From an optimization exercise on the open Yosys and OpenROAD flow, aimed at small area; shortcuts taken in it are not production practice. In this exercise RTL edits were held to simulation tests only and were not proved equivalent to the original. Power figures rest on the tool's default switching activity, not on a simulated workload. The clock port is modelled as an ideal driver; clocking choices that lean on that would not hold on a real chip.

==> v17: inputs <==
==> flow/design.v <==
`timescale 1ns/1ps
module proc_top (
  input  logic        clk,
  input  logic        reset,
  output logic [31:0] imem_addr_o,
  input  logic [31:0] imem_data_i,
  input  logic [31:0] mngr2proc_data_i,
  input  logic        mngr2proc_val_i,
  output logic        mngr2proc_rdy_o,
  output logic [31:0] proc2mngr_data_o,
  output logic        proc2mngr_val_o,
  input  logic        proc2mngr_rdy_i
);
  logic [4:0]  ph;
  logic        st_init;    
  logic        st_br;      
  logic        run_q;      
  logic [31:0] ir;
  logic [31:0] pc;
  logic        c_q;        
  logic        cp_q;       
  logic        ne_q;       
  logic [31:0] out_q;
  logic        out_v;
  wire ph0  = (ph == 5'd0);
  wire ph31 = (ph == 5'd31);
  wire exec = !st_init && !st_br;
  wire is_alu  = !ir[6];
  wire is_r    = !ir[6] &&  ir[5];
  wire is_i    = !ir[6] && !ir[5];
  wire is_b    =  ir[6] && !ir[4] && !ir[2];
  wire is_j    =  ir[6] &&  ir[2];
  wire is_csr  =  ir[6] &&  ir[4] && !ir[2];
  wire is_csrr =  is_csr &&  ir[13];
  wire is_csrw =  is_csr && !ir[13];
  wire is_sub  =  is_r && ir[30];
  wire [4:0] rd  = ir[11:7];
  wire [4:0] rs1 = ir[19:15];
  wire [4:0] rs2 = ir[24:20];
  logic immb;
  always_comb begin
    if (ph == 5'd0)       immb = is_i && ir[20];
    else if (ph <= 5'd4)  immb = is_b ? ir[5'd7 + ph] : ir[5'd20 + ph];
    else if (ph <= 5'd10) immb = ir[5'd20 + ph];
    else if (ph == 5'd11) immb = is_i ? ir[31] : (is_b ? ir[7] : ir[20]);
    else if (ph <= 5'd19) immb = is_j ? ir[ph] : ir[31];
    else                  immb = ir[31];
  end
  logic [31:0] rf0;
  logic        res;
  logic        wen;
  assign rf0[0] = 1'b0;
  genvar gi;
  generate
    for (gi = 1; gi < 32; gi = gi + 1) begin : g_rf
      logic [31:0] r;
      always_ff @(posedge clk) begin
        r <= {(wen && rd == gi) ? res : r[0], r[31:1]};
      end
      assign rf0[gi] = r[0];
    end
  endgenerate
  wire a    = rf0[rs1];
  wire b2   = rf0[rs2];
  wire inb  = mngr2proc_data_i[ph];
  wire pcb  = pc[0];
  wire four = (ph == 5'd2);
  wire cond = !(is_csrr && !mngr2proc_val_i) && !(is_csrw && out_v && !proc2mngr_rdy_i);
  wire run  = ph0 ? cond : run_q;
  wire opa  = is_j ? pcb : a;
  wire opb  = is_r ? b2 : (is_i ? immb : four);
  wire opbx = opb ^ is_sub;
  wire cin  = ph0 ? is_sub : c_q;
  wire sum  = opa ^ opbx ^ cin;
  wire cout = (opa & opbx) | (cin & (opa ^ opbx));
  always_comb begin
    if (is_csr)                res = inb;
    else if (is_alu && ir[14]) res = ir[13] ? (ir[12] ? (opa & opb) : (opa | opb)) : (opa ^ opb);
    else                       res = sum;
  end
  assign wen = exec && run && (is_alu || is_j || is_csrr);
  wire pupd  = (exec && run && !is_b) || st_br;
  wire pop   = (exec ? is_j : ne_q) ? immb : four;
  wire cpin  = !ph0 && cp_q;
  wire pc_in = st_init ? (ph == 5'd9) : (pupd ? (pcb ^ pop ^ cpin) : pcb);
  wire cpout = (pcb & pop) | (cpin & (pcb ^ pop));
  assign imem_addr_o = {pc_in, pc[31:1]};
  wire ir_ld = ph31 && (st_init || st_br || (exec && run && !is_b));
  always_ff @(posedge clk) begin
    pc   <= {pc_in, pc[31:1]};
    c_q  <= cout;
    cp_q <= cpout;
    if (!st_br) ne_q <= (!ph0 && ne_q) | (a ^ b2);
    run_q <= run;
    if (ir_ld) ir <= imem_data_i;
  end
  always_ff @(posedge clk) begin
    if (reset) begin
      ph      <= 5'd0;
      st_init <= 1'b1;
      st_br   <= 1'b0;
    end else begin
      ph <= ph + 5'd1;
      if (ph31) begin
        st_init <= 1'b0;
        st_br   <= exec && is_b;
      end
    end
  end
  wire out_sh = exec && run && is_csrw;
  always_ff @(posedge clk) begin
    if (out_sh) out_q <= {a, out_q[31:1]};
  end
  always_ff @(posedge clk) begin
    if (reset) out_v <= 1'b0;
    else       out_v <= (out_sh && ph31) || (out_v && !proc2mngr_rdy_i);
  end
  assign proc2mngr_data_o = out_q;
  assign proc2mngr_val_o  = out_v;
  assign mngr2proc_rdy_o  = exec && is_csrr && run_q && ph31;
endmodule
==> flow/run.sh <==
#!/bin/bash
# synth_recipe.tcl (not shown) runs the flow's synth.tcl, then flattens the netlist and writes it again
# the make line also repeats each setting of config.mk as NAME=value (left out here)
make -C /OpenROAD-flow-scripts/flow DESIGN_CONFIG=/design/flow/config.mk WORK_HOME=/design/flow/orfs CLKGATE_MAP_FILE= SYNTH_SCRIPT=/design/flow/synth_recipe.tcl finish
==> flow/config.mk <==
export PLATFORM = sky130hd
export DESIGN_NAME = proc_top
export DESIGN_NICKNAME = proc_top
export VERILOG_FILES = /design/flow/design.v
export SDC_FILE = /design/flow/constraint.sdc
export NUM_CORES = 4
export LEC_CHECK = 0
export CAP_MARGIN = 20
export CORE_MARGIN = 2
export CORE_UTILIZATION = 40
export SLEW_MARGIN = 20
==> flow/constraint.sdc <==
create_clock -name core_clock -period 10.0 [get_ports {clk}]
set_input_delay 2.0000 -clock core_clock [delete_from_list [all_inputs] [get_ports {clk}]]
set_output_delay 2.0000 -clock core_clock [all_outputs]
set_load 0.01 [all_outputs]
==> v29: changes against v17 <==
==> flow/design.v, changed modules only <==
module proc_top (
  input  logic        clk,
  input  logic        reset,
  output logic [31:0] imem_addr_o,
  input  logic [31:0] imem_data_i,
  input  logic [31:0] mngr2proc_data_i,
  input  logic        mngr2proc_val_i,
  output logic        mngr2proc_rdy_o,
  output logic [31:0] proc2mngr_data_o,
  output logic        proc2mngr_val_o,
  input  logic        proc2mngr_rdy_i
);
  logic [4:0]  ph;
  logic        st_init;    
  logic        st_br;      
  logic        st_w;       
  logic        run_q;      
  logic        cw_q;       
  logic [31:0] x;
  logic [4:0]  s1;
  logic [31:0] pc;
  logic        c_q;        
  logic        cp_q;       
  logic        ne_q;       
  logic        out_v;
  wire ph0  = (ph == 5'd0);
  wire ph31 = (ph == 5'd31);
  wire exec = !st_init && !st_br && !st_w;
  wire is_alu  = !x[6];
  wire is_r    = !x[6] &&  x[5];
  wire is_i    = !x[6] && !x[5];
  wire is_b    =  x[6] && !x[4] && !x[2];
  wire is_j    =  x[6] &&  x[2];
  wire is_csr  =  x[6] &&  x[4] && !x[2];
  wire is_csrr =  is_csr &&  x[13];
  wire is_csrw =  is_csr && !x[13];
  wire is_sub  =  is_r && x[30];
  wire [4:0] rd  = x[11:7];
  wire [4:0] rs2 = x[24:20];
  logic immb;
  logic [31:0] itab;
  always_comb begin
    itab[0] = is_i && x[20];
    for (int t = 1; t <= 4; t++)   itab[t] = is_b ? x[7 + t] : x[20 + t];
    for (int t = 5; t <= 10; t++)  itab[t] = x[20 + t];
    itab[11] = is_i ? x[31] : (is_b ? x[7] : x[20]);
    for (int t = 12; t <= 14; t++) itab[t] = is_j ? x[t] : x[31];
    for (int t = 15; t <= 19; t++) itab[t] = is_j ? s1[t - 15] : x[31];
    for (int t = 20; t <= 31; t++) itab[t] = x[31];
  end
  assign immb = itab[ph];
  wire cw  = ph0 ? (exec && is_csrw) : cw_q;
  wire dec = exec && !cw;
  wire run = ph0 ? !(is_csrr && !mngr2proc_val_i) : run_q;
  logic [31:0] rf0;
  logic        res;
  logic        wen;
  assign rf0[0] = 1'b0;
  genvar gi;
  generate
    for (gi = 1; gi < 32; gi = gi + 1) begin : g_rf
      logic [31:0] r;
      always_ff @(posedge clk) begin
        r <= {(wen && rd == gi) ? res : r[0], r[31:1]};
      end
      assign rf0[gi] = r[0];
    end
  endgenerate
  wire a    = rf0[s1];
  wire b2   = rf0[rs2];
  wire inb  = mngr2proc_data_i[ph];
  wire pcb  = pc[0];
  wire four = (ph == 5'd2);
  wire opa  = is_j ? pcb : a;
  wire opb  = is_r ? b2 : (is_i ? immb : four);
  wire opbx = opb ^ is_sub;
  wire cin  = ph0 ? is_sub : c_q;
  wire sum  = opa ^ opbx ^ cin;
  wire cout = (opa & opbx) | (cin & (opa ^ opbx));
  always_comb begin
    if (is_csr)               res = inb;
    else if (is_alu && x[14]) res = x[13] ? (x[12] ? (opa & opb) : (opa | opb)) : (opa ^ opb);
    else                      res = sum;
  end
  assign wen = dec && run && (is_alu || is_j || is_csrr);
  wire pupd  = (dec && run && !is_b) || st_br || cw;
  wire pop   = ((dec && is_j) || (st_br && ne_q)) ? immb : four;
  wire cpin  = !ph0 && cp_q;
  wire pc_in = st_init ? (ph == 5'd9) : (pupd ? (pcb ^ pop ^ cpin) : pcb);
  wire cpout = (pcb & pop) | (cpin & (pcb ^ pop));
  assign imem_addr_o = {pc_in, pc[31:1]};
  wire ld = ph31 && (st_init || st_br || (dec && run && !is_b) ||
                     (st_w && (!out_v || proc2mngr_rdy_i)));
  localparam logic [31:0] XLD = 32'hFFF0_7FF4;
  wire [31:0] x_sh = {a, x[31:1]};
  wire [31:0] x_ld = (imem_data_i & XLD) | (x_sh & ~XLD);
  always_ff @(posedge clk) begin
    pc   <= {pc_in, pc[31:1]};
    c_q  <= cout;
    cp_q <= cpout;
    if (!st_br) ne_q <= (!ph0 && ne_q) | (a ^ b2);
    run_q <= run;
    cw_q  <= cw;
    if (ld) begin
      x  <= x_ld;
      s1 <= imem_data_i[19:15];
    end else if (cw) begin
      x  <= x_sh;
    end
  end
  always_ff @(posedge clk) begin
    if (reset) begin
      ph      <= 5'd0;
      st_init <= 1'b1;
      st_br   <= 1'b0;
      st_w    <= 1'b0;
    end else begin
      ph <= ph + 5'd1;
      if (ph31) begin
        st_init <= 1'b0;
        st_br   <= dec && is_b;
        st_w    <= cw || (st_w && !ld);
      end
    end
  end
  always_ff @(posedge clk) begin
    if (reset) out_v <= 1'b0;
    else       out_v <= (cw && ph31) || (out_v && !proc2mngr_rdy_i);
  end
  assign proc2mngr_data_o = x;
  assign proc2mngr_val_o  = out_v;
  assign mngr2proc_rdy_o  = dec && is_csrr && run_q && ph31;
endmodule
==> flow/flow/run.sh (new file) <==
#!/bin/bash
# The standard layout (standard.sh, unchanged synthesis), with two settings passed to ORFS:
# the port buffers are sky130_fd_sc_hd__buf_1 cells, and the clock tree uses clkbuf_16 leaf
# buffers on clusters of at most 32 flip-flops, without dummy loads.
set -euo pipefail
export BUFFER_PORTS_ARGS="-buffer_cell sky130_fd_sc_hd__buf_1"
export CTS_ARGS="-sink_clustering_enable -repair_clock_nets -sink_clustering_size 32 -sink_clustering_max_diameter 80 -buf_list sky130_fd_sc_hd__clkbuf_16 -dont_use_dummy_load"
bash standard.sh > make_finish.log 2>&1
==> flow/standard.sh (new file) <==
#!/bin/bash
# synth_recipe.tcl (not shown) runs the flow's synth.tcl, then flattens the netlist and writes it again
# the make line also repeats each setting of config.mk as NAME=value (left out here)
make -C /OpenROAD-flow-scripts/flow DESIGN_CONFIG=/design/flow/config.mk WORK_HOME=/design/flow/orfs CLKGATE_MAP_FILE= SYNTH_SCRIPT=/design/flow/synth_recipe.tcl "${@:-finish}"
Settings changed: CORE_UTILIZATION 40 to 70, PLACE_DENSITY set to 0.8.
removed: flow/run.sh
==> v1: changes against v17 <==
==> flow/design.v, changed modules only <==
module proc_top (
  input  logic        clk,
  input  logic        reset,
  output logic [31:0] imem_addr_o,
  input  logic [31:0] imem_data_i,
  input  logic [31:0] mngr2proc_data_i,
  input  logic        mngr2proc_val_i,
  output logic        mngr2proc_rdy_o,
  output logic [31:0] proc2mngr_data_o,
  output logic        proc2mngr_val_o,
  input  logic        proc2mngr_rdy_i
);
  logic [4:0]  ph;
  logic        st_init;    
  logic        st_br;      
  logic        st_w;       
  logic        run_q;      
  logic        cw_q;       
  logic [31:0] x;
  logic [4:0]  s1;
  logic [31:0] pc;
  logic        c_q;        
  logic        cp_q;       
  logic        ne_q;       
  logic        out_v;
  wire ph0  = (ph == 5'd0);
  wire ph31 = (ph == 5'd31);
  wire exec = !st_init && !st_br && !st_w;
  wire is_alu  = !x[6];
  wire is_r    = !x[6] &&  x[5];
  wire is_i    = !x[6] && !x[5];
  wire is_b    =  x[6] && !x[4] && !x[2];
  wire is_j    =  x[6] &&  x[2];
  wire is_csr  =  x[6] &&  x[4] && !x[2];
  wire is_csrr =  is_csr &&  x[13];
  wire is_csrw =  is_csr && !x[13];
  wire is_sub  =  is_r && x[30];
  wire [4:0] rd  = x[11:7];
  wire [4:0] rs2 = x[24:20];
  logic immb;
  logic [31:0] itab;
  always_comb begin
    itab[0] = is_i && x[20];
    for (int t = 1; t <= 4; t++)   itab[t] = is_b ? x[7 + t] : x[20 + t];
    for (int t = 5; t <= 10; t++)  itab[t] = x[20 + t];
    itab[11] = is_i ? x[31] : (is_b ? x[7] : x[20]);
    for (int t = 12; t <= 19; t++) itab[t] = is_j ? x[t] : x[31];
    for (int t = 20; t <= 31; t++) itab[t] = x[31];
  end
  assign immb = itab[ph];
  wire cw  = ph0 ? (exec && is_csrw) : cw_q;
  wire dec = exec && !cw;
  wire run = ph0 ? !(is_csrr && !mngr2proc_val_i) : run_q;
  logic [31:0] rf0;
  logic        res;
  logic        wen;
  assign rf0[0] = 1'b0;
  genvar gi;
  generate
    for (gi = 1; gi < 32; gi = gi + 1) begin : g_rf
      logic [31:0] r;
      always_ff @(posedge clk) begin
        r <= {(wen && rd == gi) ? res : r[0], r[31:1]};
      end
      assign rf0[gi] = r[0];
    end
  endgenerate
  wire a    = rf0[s1];
  wire b2   = rf0[rs2];
  wire inb  = mngr2proc_data_i[ph];
  wire pcb  = pc[0];
  wire four = (ph == 5'd2);
  wire opa  = is_j ? pcb : a;
  wire opb  = is_r ? b2 : (is_i ? immb : four);
  wire opbx = opb ^ is_sub;
  wire cin  = ph0 ? is_sub : c_q;
  wire sum  = opa ^ opbx ^ cin;
  wire cout = (opa & opbx) | (cin & (opa ^ opbx));
  always_comb begin
    if (is_csr)               res = inb;
    else if (is_alu && x[14]) res = x[13] ? (x[12] ? (opa & opb) : (opa | opb)) : (opa ^ opb);
    else                      res = sum;
  end
  assign wen = dec && run && (is_alu || is_j || is_csrr);
  wire pupd  = (dec && run && !is_b) || st_br || cw;
  wire pop   = ((dec && is_j) || (st_br && ne_q)) ? immb : four;
  wire cpin  = !ph0 && cp_q;
  wire pc_in = st_init ? (ph == 5'd9) : (pupd ? (pcb ^ pop ^ cpin) : pcb);
  wire cpout = (pcb & pop) | (cpin & (pcb ^ pop));
  assign imem_addr_o = {pc_in, pc[31:1]};
  wire ld = ph31 && (st_init || st_br || (dec && run && !is_b) ||
                     (st_w && (!out_v || proc2mngr_rdy_i)));
  localparam logic [31:0] XLD = 32'hFFFF_FFF4;
  wire [31:0] x_sh = {a, x[31:1]};
  wire [31:0] x_ld = (imem_data_i & XLD) | (x_sh & ~XLD);
  always_ff @(posedge clk) begin
    pc   <= {pc_in, pc[31:1]};
    c_q  <= cout;
    cp_q <= cpout;
    if (!st_br) ne_q <= (!ph0 && ne_q) | (a ^ b2);
    run_q <= run;
    cw_q  <= cw;
    if (ld) begin
      x  <= x_ld;
      s1 <= imem_data_i[19:15];
    end else if (cw) begin
      x  <= x_sh;
    end
  end
  always_ff @(posedge clk) begin
    if (reset) begin
      ph      <= 5'd0;
      st_init <= 1'b1;
      st_br   <= 1'b0;
      st_w    <= 1'b0;
    end else begin
      ph <= ph + 5'd1;
      if (ph31) begin
        st_init <= 1'b0;
        st_br   <= dec && is_b;
        st_w    <= cw || (st_w && !ld);
      end
    end
  end
  always_ff @(posedge clk) begin
    if (reset) out_v <= 1'b0;
    else       out_v <= (cw && ph31) || (out_v && !proc2mngr_rdy_i);
  end
  assign proc2mngr_data_o = x;
  assign proc2mngr_val_o  = out_v;
  assign mngr2proc_rdy_o  = dec && is_csrr && run_q && ph31;
endmodule
==> flow/flow/run.sh (new file) <==
#!/bin/bash
# The standard layout (standard.sh, unchanged synthesis), with two settings passed to ORFS:
# the port buffers are sky130_fd_sc_hd__buf_1 cells, and the clock tree uses clkbuf_16 leaf
# buffers on clusters of at most 25 flip-flops, without dummy loads.
set -euo pipefail
export BUFFER_PORTS_ARGS="-buffer_cell sky130_fd_sc_hd__buf_1"
export CTS_ARGS="-sink_clustering_enable -repair_clock_nets -sink_clustering_size 30 -sink_clustering_max_diameter 70 -buf_list sky130_fd_sc_hd__clkbuf_16 -dont_use_dummy_load"
bash standard.sh > make_finish.log 2>&1
==> flow/standard.sh (new file) <==
#!/bin/bash
# synth_recipe.tcl (not shown) runs the flow's synth.tcl, then flattens the netlist and writes it again
# the make line also repeats each setting of config.mk as NAME=value (left out here)
make -C /OpenROAD-flow-scripts/flow DESIGN_CONFIG=/design/flow/config.mk WORK_HOME=/design/flow/orfs CLKGATE_MAP_FILE= SYNTH_SCRIPT=/design/flow/synth_recipe.tcl "${@:-finish}"
Settings changed: CORE_UTILIZATION 40 to 70, PLACE_DENSITY set to 0.8.
removed: flow/run.sh
==> run summary <==
|  | v29 | v1 | v17 |
|---|---|---|---|
| Die Wd | 192 microns | 193 microns | 258 microns |
| Multi-input gates | 316 | 337 | 309 |
| Clock Latency Late Sink | 580 ps | 590 ps | 650 ps |
| Routed met1 length | 17.4 mm | 17.9 mm | 18.7 mm |
| P_sw | 1.17 mW | 1.18 mW | 1.58 mW |
| Share of post-route cells with drive strength above 1 | 6.84% | 5.79% | 15.0% |
| Final total power | 6.22 mW | 6.30 mW | 8.24 mW |
| Post-Route Skew | 92.1 ps | 76.1 ps | 25.8 ps |
| Fraction of power consumed by combinational cells | 0.7% | 0.8% | 1.3% |
| Height of the chip | 192 microns | 193 microns | 258 microns |
| DR vias/cell | 5.11 | 5.12 | 4.16 |
| Met3 WL | 1.58 mm | 1.91 mm | 2.25 mm |
| Worst ir drop on vdd | 0.253 mV | 0.214 mV | 0.148 mV |
| Met1 track utilization from global routing | 29.3% | 29.7% | 16.2% |
| Final-layout fill cell count | 1890 | 1968 | 5306 |
| Source of the worst hold timing path | g_rf[20].r[31] | g_rf[2].r[29] | g_rf[12].r[4] |
| Post-Layout Inst Area | 26700 sq um | 26900 sq um | 31400 sq um |
| Library cells used by synthesis | 58 | 67 | 66 |
| Share of Yosys cell area claimed by the top area cell type | 83.7% | 83.2% | 80.3% |
| Non-clock buffering overhead in the final layout | 1.94% | 1.93% | 4.36% |
| Result of the run | no timing/DRC/antenna violations | no timing/DRC/antenna violations | no timing/DRC/antenna violations |
| Power consumed by the clock network | 1.87 mW | 1.95 mW | 3.70 mW |
| Starting utilization of the core area | 71.5% | 70.6% | 40.3% |
| Cells after Synth | 1445 | 1469 | 1456 |
| Reported sequential group power | 4.31 mW | 4.31 mW | 4.43 mW |
| Int Power | 5.05 mW | 5.12 mW | 6.66 mW |
| Top routing layer in use | met5 | met4 | met4 |

==> port drivers added, routing unchanged <==
No port has a modelled driver above. Below, the same layouts with a new extraction and two added sets of constraints.
Step 1: set_driving_cell puts a clkbuf_16 on clk and a buf_2 on each other input, an assumption about the parent block.
Step 2, shift: input delay + t, output delay - t, t = (earliest + latest rising clock arrival at the registers) / 2. This alone moves slack from input paths to output paths.
Three values: ideal ports, drivers, drivers and shift; two values: the first two.
run | t, ns | setup slack, ns | worst slew at a driven data input, ns | cell pins on the clock port's net
v17 | 0.695 | 1.813 / 1.754 / 2.449 | 0.06 | 1
v29 | 0.594 | 3.281 / 3.224 / 3.818 | 0.04 | 1
v1 | 0.600 | 2.885 / 2.834 / 3.433 | 0.06 | 1
After both steps every run listed still meets setup and hold.
